From an optimization exercise on the open Yosys and OpenROAD flow, aimed at small area, a short achievable clock period and few clock cycles per item; shortcuts taken in it are not production practice. The RTL was checked by simulation tests, not by an equivalence proof against the original design. Power figures rest on the tool's default switching activity, not on a simulated workload.

### design.v
`default_nettype none
package rtm_pkg;
  localparam int ENTRIES = 16;
  localparam logic [2:0] ST_ADDED     = 3'd0;
  localparam logic [2:0] ST_DUPLICATE = 3'd1;
  localparam logic [2:0] ST_FULL      = 3'd2;
  localparam logic [2:0] ST_MATCHED   = 3'd3;
  localparam logic [2:0] ST_NO_ROUTE  = 3'd4;
endpackage
`default_nettype wire
`default_nettype none
module rtm_route_mem
(
  input  wire logic        clk,
  input  wire logic        we,
  input  wire logic [31:0] wr_dest,
  input  wire logic [31:0] wr_mask,
  input  wire logic [31:0] wr_gw,
  input  wire logic        valid,
  input  wire logic [31:0] cmp_addr,
  input  wire logic [31:0] cmp_mask,
  output logic             hit,
  output logic             meq,
  output logic [31:0]      gw
);
  logic [31:0] dest_r;
  logic [31:0] mask_r;
  logic [31:0] gw_r;
  always_ff @(posedge clk) begin
    if (we) begin
      dest_r <= wr_dest;
      mask_r <= wr_mask;
      gw_r   <= wr_gw;
    end
  end
  assign hit = valid && ((cmp_addr & mask_r) == dest_r);
  assign meq = (mask_r == cmp_mask);
  assign gw  = gw_r;
endmodule
`default_nettype wire
`default_nettype none
module ipv4_route_table_match_core
(
  input  wire logic        clk,
  input  wire logic        rst_n,
  input  wire logic        start,
  input  wire logic        in_action,
  input  wire logic [31:0] in_address,
  input  wire logic [31:0] in_mask,
  input  wire logic [31:0] in_next_hop,
  output logic             busy,
  output logic             out_valid,
  output logic [2:0]       out_status,
  output logic [31:0]      out_gateway,
  output logic [3:0]       out_slot
);
  localparam int N = rtm_pkg::ENTRIES;
  logic        v0_r;
  logic        act0_r;
  logic [31:0] addr0_r;
  logic [31:0] mask0_r;
  logic [31:0] gw0_r;
  always_ff @(posedge clk) begin
    v0_r    <= start && rst_n;
    act0_r  <= in_action;
    addr0_r <= in_address;
    mask0_r <= in_mask;
    gw0_r   <= in_next_hop;
  end
  logic [N-1:0]  valid_r;      
  logic [N-1:0]  free_oh_r;    
  logic [3:0]    count_r;      
  logic [N-1:0]  hit;
  logic [N-1:0]  meq;
  logic [31:0]   slot_gw [0:N-1];
  logic          is_add;
  logic          dup;
  logic          full;
  logic          added;
  assign is_add = v0_r && !act0_r;
  assign full   = valid_r[N-1];
  genvar gi;
  generate
    for (gi = 0; gi < N; gi++) begin : g_slot
      rtm_route_mem u_slot (
        .clk      (clk),
        .we       (is_add && free_oh_r[gi]),
        .wr_dest  (addr0_r & mask0_r),
        .wr_mask  (mask0_r),
        .wr_gw    (gw0_r),
        .valid    (valid_r[gi]),
        .cmp_addr (addr0_r),
        .cmp_mask (mask0_r),
        .hit      (hit[gi]),
        .meq      (meq[gi]),
        .gw       (slot_gw[gi])
      );
    end
  endgenerate
  assign dup   = |(hit & meq);
  assign added = is_add && !dup && !full;
  always_ff @(posedge clk) begin
    if (!rst_n) begin
      valid_r   <= '0;
      free_oh_r <= {{(N-1){1'b0}}, 1'b1};
      count_r   <= '0;
    end else if (added) begin
      valid_r   <= {valid_r[N-2:0], 1'b1};
      free_oh_r <= {free_oh_r[N-2:0], 1'b0};
      count_r   <= count_r + 4'd1;
    end
  end
  logic          v1_r;
  logic          act1_r;
  logic [N-1:0]  hit1_r;
  logic [2:0]    add_st1_r;
  logic [3:0]    add_slot1_r;
  always_ff @(posedge clk) begin
    v1_r        <= v0_r && rst_n;
    act1_r      <= act0_r;
    hit1_r      <= hit;
    add_st1_r   <= dup  ? rtm_pkg::ST_DUPLICATE :
                   full ? rtm_pkg::ST_FULL : rtm_pkg::ST_ADDED;
    add_slot1_r <= added ? count_r : 4'd0;
  end
  logic [N-1:0]  any_l0;
  logic [31:0]   gw_l0 [0:N-1];
  logic [7:0]    any_l1;
  logic [31:0]   gw_l1 [0:7];
  logic [0:0]    idx_l1 [0:7];
  logic [3:0]    any_l2;
  logic [31:0]   gw_l2 [0:3];
  logic [1:0]    idx_l2 [0:3];
  logic [1:0]    any_l3;
  logic [31:0]   gw_l3 [0:1];
  logic [2:0]    idx_l3 [0:1];
  logic          any_m;
  logic [31:0]   gw_m;
  logic [3:0]    idx_m;
  always_comb begin
    for (int i = 0; i < 8; i++) begin
      any_l1[i] = hit1_r[2*i+1] | hit1_r[2*i];
      gw_l1[i]  = hit1_r[2*i+1] ? slot_gw[2*i+1] : slot_gw[2*i];
      idx_l1[i] = hit1_r[2*i+1];
    end
    for (int i = 0; i < 4; i++) begin
      any_l2[i] = any_l1[2*i+1] | any_l1[2*i];
      gw_l2[i]  = any_l1[2*i+1] ? gw_l1[2*i+1] : gw_l1[2*i];
      idx_l2[i] = any_l1[2*i+1] ? {1'b1, idx_l1[2*i+1]} : {1'b0, idx_l1[2*i]};
    end
    for (int i = 0; i < 2; i++) begin
      any_l3[i] = any_l2[2*i+1] | any_l2[2*i];
      gw_l3[i]  = any_l2[2*i+1] ? gw_l2[2*i+1] : gw_l2[2*i];
      idx_l3[i] = any_l2[2*i+1] ? {1'b1, idx_l2[2*i+1]} : {1'b0, idx_l2[2*i]};
    end
    any_m = any_l3[1] | any_l3[0];
    gw_m  = any_l3[1] ? gw_l3[1] : gw_l3[0];
    idx_m = any_l3[1] ? {1'b1, idx_l3[1]} : {1'b0, idx_l3[0]};
  end
  logic          out_valid_r;
  logic [2:0]    out_status_r;
  logic [31:0]   out_gw_r;
  logic [3:0]    out_slot_r;
  always_ff @(posedge clk) begin
    out_valid_r <= v1_r && rst_n;
    if (act1_r) begin
      out_status_r <= any_m ? rtm_pkg::ST_MATCHED : rtm_pkg::ST_NO_ROUTE;
      out_gw_r     <= any_m ? gw_m : 32'd0;
      out_slot_r   <= any_m ? idx_m : 4'd0;
    end else begin
      out_status_r <= add_st1_r;
      out_gw_r     <= 32'd0;
      out_slot_r   <= add_slot1_r;
    end
  end
  assign busy        = 1'b0;
  assign out_valid   = out_valid_r;
  assign out_status  = out_status_r;
  assign out_gateway = out_gw_r;
  assign out_slot    = out_slot_r;
endmodule
`default_nettype wire
`default_nettype none
module ipv4_route_table (
  input  wire logic        clk,
  input  wire logic        rst_n,
  input  wire logic        start,
  input  wire logic        in_action,
  input  wire logic [31:0] in_address,
  input  wire logic [31:0] in_mask,
  input  wire logic [31:0] in_next_hop,
  output logic             busy,
  output logic             out_valid,
  output logic [2:0]       out_status,
  output logic [31:0]      out_gateway,
  output logic [3:0]       out_slot
);
  ipv4_route_table_match_core u_core (
    .clk         (clk),
    .rst_n       (rst_n),
    .start       (start),
    .in_action   (in_action),
    .in_address  (in_address),
    .in_mask     (in_mask),
    .in_next_hop (in_next_hop),
    .busy        (busy),
    .out_valid   (out_valid),
    .out_status  (out_status),
    .out_gateway (out_gateway),
    .out_slot    (out_slot)
  );
endmodule
`default_nettype wire
### run.sh
#!/bin/bash
# synth_recipe.tcl (not shown) runs the flow's synth.tcl, then flattens the netlist and writes it again
# the make line also repeats each setting of config.mk as NAME=value (left out here)
make -C /OpenROAD-flow-scripts/flow DESIGN_CONFIG=/design/flow/config.mk WORK_HOME=/design/flow/orfs CLKGATE_MAP_FILE= SYNTH_SCRIPT=/design/flow/synth_recipe.tcl finish
### config.mk
export PLATFORM = sky130hd
export DESIGN_NAME = ipv4_route_table
export DESIGN_NICKNAME = ipv4_route_table
export VERILOG_FILES = /design/flow/design.v
export SDC_FILE = /design/flow/constraint.sdc
export NUM_CORES = 4
export LEC_CHECK = 0
export CAP_MARGIN = 20
export CORE_MARGIN = 2
export CORE_UTILIZATION = 40
export SLEW_MARGIN = 20
### constraint.sdc
create_clock -name core_clock -period 5.0 [get_ports {clk}]
set_input_delay 1.0000 -clock core_clock [delete_from_list [all_inputs] [get_ports {clk}]]
set_output_delay 1.0000 -clock core_clock [all_outputs]
set_load 0.01 [all_outputs]
==> run summary <==
==> how the worst max path moves through the flow <==
stage                                from                                           to  slack [ns]  cells after the start
2_1_floorplan         u_core.v0_r$_DFF_P_  u_core.g_slot[0].u_slot.dest_r[0]$_DFFE_PP_        1.43                      3
3_3_place_gp    u_core.addr0_r[7]$_DFF_P_               u_core.count_r[3]$_SDFFE_PN0P_        0.95                     10
3_5_place_dp   u_core.addr0_r[23]$_DFF_P_               u_core.count_r[3]$_SDFFE_PN0P_        0.94                     11
4_1_cts        u_core.addr0_r[23]$_DFF_P_               u_core.count_r[3]$_SDFFE_PN0P_        0.93                     11
5_1_grt         u_core.addr0_r[3]$_DFF_P_               u_core.count_r[3]$_SDFFE_PN0P_        0.66                     11
6_report       u_core.addr0_r[23]$_DFF_P_               u_core.count_r[3]$_SDFFE_PN0P_        0.76                     11
==> cell type report <==
type / count / area [um2]
clock inverters: 82 / 674.4
fillers: 15482 / 93220
diodes: 12 / 30.03
flip-flops and latches: 1734 / 50140
clock buffers: 248 / 5026
well taps: 2325 / 2909
multi-input cells: 2822 / 18650
repair buffers: 319 / 3028
inverters: 40 / 150.1
==> metal layers <==
| layer | wire length (um) | up-vias |
|---|---|---|
| met5 | 30 | - |
| met3 | 24600 | 500 |
| met2 | 111500 | 2627 |
| li1 | - | 18375 |
| met1 | 90720 | 22097 |
| met4 | 10250 | 6 |
==> sequential cells by signal, summed over array words and instances (netlist names) <==
signal,count
u_core.act1_r,1
u_core.act0_r,1
u_core.valid_r,16
u_core.mask0_r,32
u_core.addr0_r,32
u_core.out_slot_r,4
u_core.add_st1_r,2
u_core.out_gw_r,32
u_core.g_slot.u_slot.dest_r,512
u_core.gw0_r,32
u_core.count_r,4
u_core.free_oh_r,16
u_core.add_slot1_r,4
u_core.hit1_r,16
u_core.out_valid_r,1
u_core.g_slot.u_slot.gw_r,512
u_core.v0_r,1
u_core.out_status_r,3
u_core.v1_r,1
u_core.g_slot.u_slot.mask_r,512
==> cells in the final DEF (no fill, tap or decap), types with 100 or more instances in the layout <==
| cell | instances |
|---|---|
| nor4_1 | 158 |
| clkdlybuf4s50_1 | 138 |
| xor2_1 | 782 |
| buf_4 | 158 |
| a21oi_1 | 219 |
| xnor2_1 | 104 |
| dfxtp_1 | 155 |
| nand2_1 | 520 |
| nand4_1 | 123 |
| nor2_1 | 100 |
| clkbuf_16 | 185 |
| o21ai_0 | 133 |
| edfxtp_1 | 1536 |
==> worst max-delay path: stages, from the launching register on <==
cell and delay [ns]:
dfxtp_1 0.95, buf_4 0.40, a21o_1 0.15, a211oi_1 0.11, nand4_1 0.11, nor4_1 0.08
a32oi_1 0.58, nand4_1 0.33, nor4_4 0.79, buf_4 0.32, nand4_1 0.13, mux2i_1 0.14
==> cells by family (layout without fill, tap and decap cells) <==
group | after synthesis | in the layout | synth area share [%]
and+or+nand+nor | 1190 | 1190 | 8.388
AOI/OAI and AO/OA | 675 | 675 | 6.019
muxes | 69 | 69 | 0.9897
buffers and inverters | 272 | 689 | 1.838
adders and majority gates | 1 | 1 | 0.01789
DFF | 1734 | 1734 | 71.64
other | 1 | 13 | 0.005364
xor gates and xnor gates | 886 | 886 | 11.10
==> report_power, final <==
part / internal [mW] / switching, mW / total, mW
registers: 15.8 / 0.280 / 16.1
logic: 0.355 / 0.833 / 1.19
clock network: 7.51 / 5.62 / 13.1
total: 23.7 / 6.73 / 30.4
==> stage by stage <==
| step | hold WS [ns] | cells | worst slack [ns] | power [mW] | util (%) |
|---|---|---|---|---|---|
| finish | 0.3615 | 7582 | 0.7578 | 30.43 | 46.37 |
| global route | 0.3770 | 7571 | 0.6609 | 31.18 | 46.36 |
| CTS | 0.3759 | 7569 | 0.9301 | 30.56 | 46.34 |
| detailed placement | 0.3638 | 7239 | 0.9358 | 17.57 | 43.06 |
| global placement | 0.3633 | 7239 | 0.9498 | 17.56 | 43.06 |
| floorplan | 0.3314 | 4828 | 1.434 | 16.75 | - |
==> run summary <==
share of the synthesized area in the top cell type 65.97%; total number of vias 43,605; share of layout cells above drive strength 1 10.22%; WL final 237.1 mm; post-CTS sizing 0; I/O Pins 141; first-pass GRT wire length 324.3 mm; Final Max Tran Viols 0; Netlist Area Pre-Place 69,910 um2; critical path arrival 4.93 ns; syn_area_per_cell 14.48 um2; drt pass-1 iters 11; Finished Cell Area 80,610 um2; reg2reg start u_core.addr0_r[23]$_DFF_P_; CTS Buffer Depth 3; worst reg-to-reg setup slack 0.76 ns; RSZ-0062 raised after global routing false; final count of hold timing violations 0; Die ar. 178,100 um2; Final period util 84.84%; worst-skew pair later-pin latency 0.82 ns; # hold bufs at CTS 0; Yosys cell types 50; Root Buffer clkbuf_16; H-tree level count 4; worst rel slew slack 19.71%; P&R area growth vs syn 15.29%; asr flop ratio synth 0%; CP startpoint kind flip-flop; GR Overflow Total 0; clock sinks 1,734; FF-to-FF End u_core.count_r[3]$_SDFFE_PN0P_; flops & latches, synth 1,734; placed cell area 74,850 um2; Syn Nets 4,929; Post-synth EDFFs 1,536; largest net degree at the start of global routing 97; met3 Resource Use GR 5.168%; Initial Utilization 40.22%; Synth warnings 15; die height 422.1 um; cells after synthesis 4,828; GR Util met2 41.87%; Tmin final 4.242 ns; top cells by area, synth edfxtp_1, xor2_1, dfxtp_1, nand2_1, a21oi_1; CTS tree yes; kind of critical path flip-flop to flip-flop; routability cong. 0.9456; Reg clk slew, reported paths 0.06 ns; initial antenna violation count 24; FMAX 235.7 MHz; vias in the first global route 41,398; CORE AREA 173,800 um2; initial DRC count 6,487; Worst EP required 5.69 ns; Routed Antenna Nets 0; GRT Total Usage 26.05%; area leader, netlist edfxtp_1; Worst VDD drop 351.8 uV; grt peak-use layer met2; Seq/Total Area, Yosys 71.64%; outcome complete, no violations; pwr/cell area 377.5 nW/um2; crit path max fanout 15; setup skew after layout 0.03453 ns; min-delay src u_core.act0_r$_DFF_P_; Hold Path Sink u_core.act1_r$_DFF_P_; endpoints failing setup 0; Worst Setup End Kind flip-flop; worst hold path depth 0; Leakage 27.08 nW; top_reg_cell synth edfxtp_1; setup TNS 0 ns; DRC violation count after routing 0; commonest cells in the netlist edfxtp_1, xor2_1, nand2_1, a21oi_1, dfxtp_1; worst-margin pin slew 1.203 ns; DP HPWL 147.8 mm; Port Buffers 139; fin nets 5,195; reg2reg path depth 11; top-count cell post-synth edfxtp_1; Std-Cell Rows 153; clock buffer count from CTS 177; DR vias/cell 5.751; post-CTS setup buffers 0; M1 GR Usage 34.56%; Hold Path Class flip-flop to flip-flop; WL/cell 31.27 um; Die Wd 422.1 um; total of max-cap violations 0
Testbench counts, summed over its fixed seeds: cycles 19,488, items 19,200.

afterwards: timing with drivers on the ports:
In the flow no input, the clock included, has a driving cell. The finished layout below was timed again as built, in two steps.
Step 1 sets driving cells, clkbuf_16 on the clock port and buf_2 on the other inputs (assumed; they add their load-dependent delay and slew).
Step 2, shift: input delay + t, output delay - t, t = (earliest + latest rising clock arrival at the registers) / 2. This alone moves slack from input paths to output paths.
Three values: no drivers, after step 1, after step 2; two values: the first two.
t (ns): 0.885
setup WS [ns]: 0.758 / 0.758 / 0.758
hold slack, ns: 0.362 / 0.362 / 0.362
worst slew at a driven data input, ns: 0.07
cell pins on the clock port's net: 1
After both steps this run still meets setup and hold. The setup slack of this run moves by 0.000 ns with the drivers and by 0.000 ns with both steps.
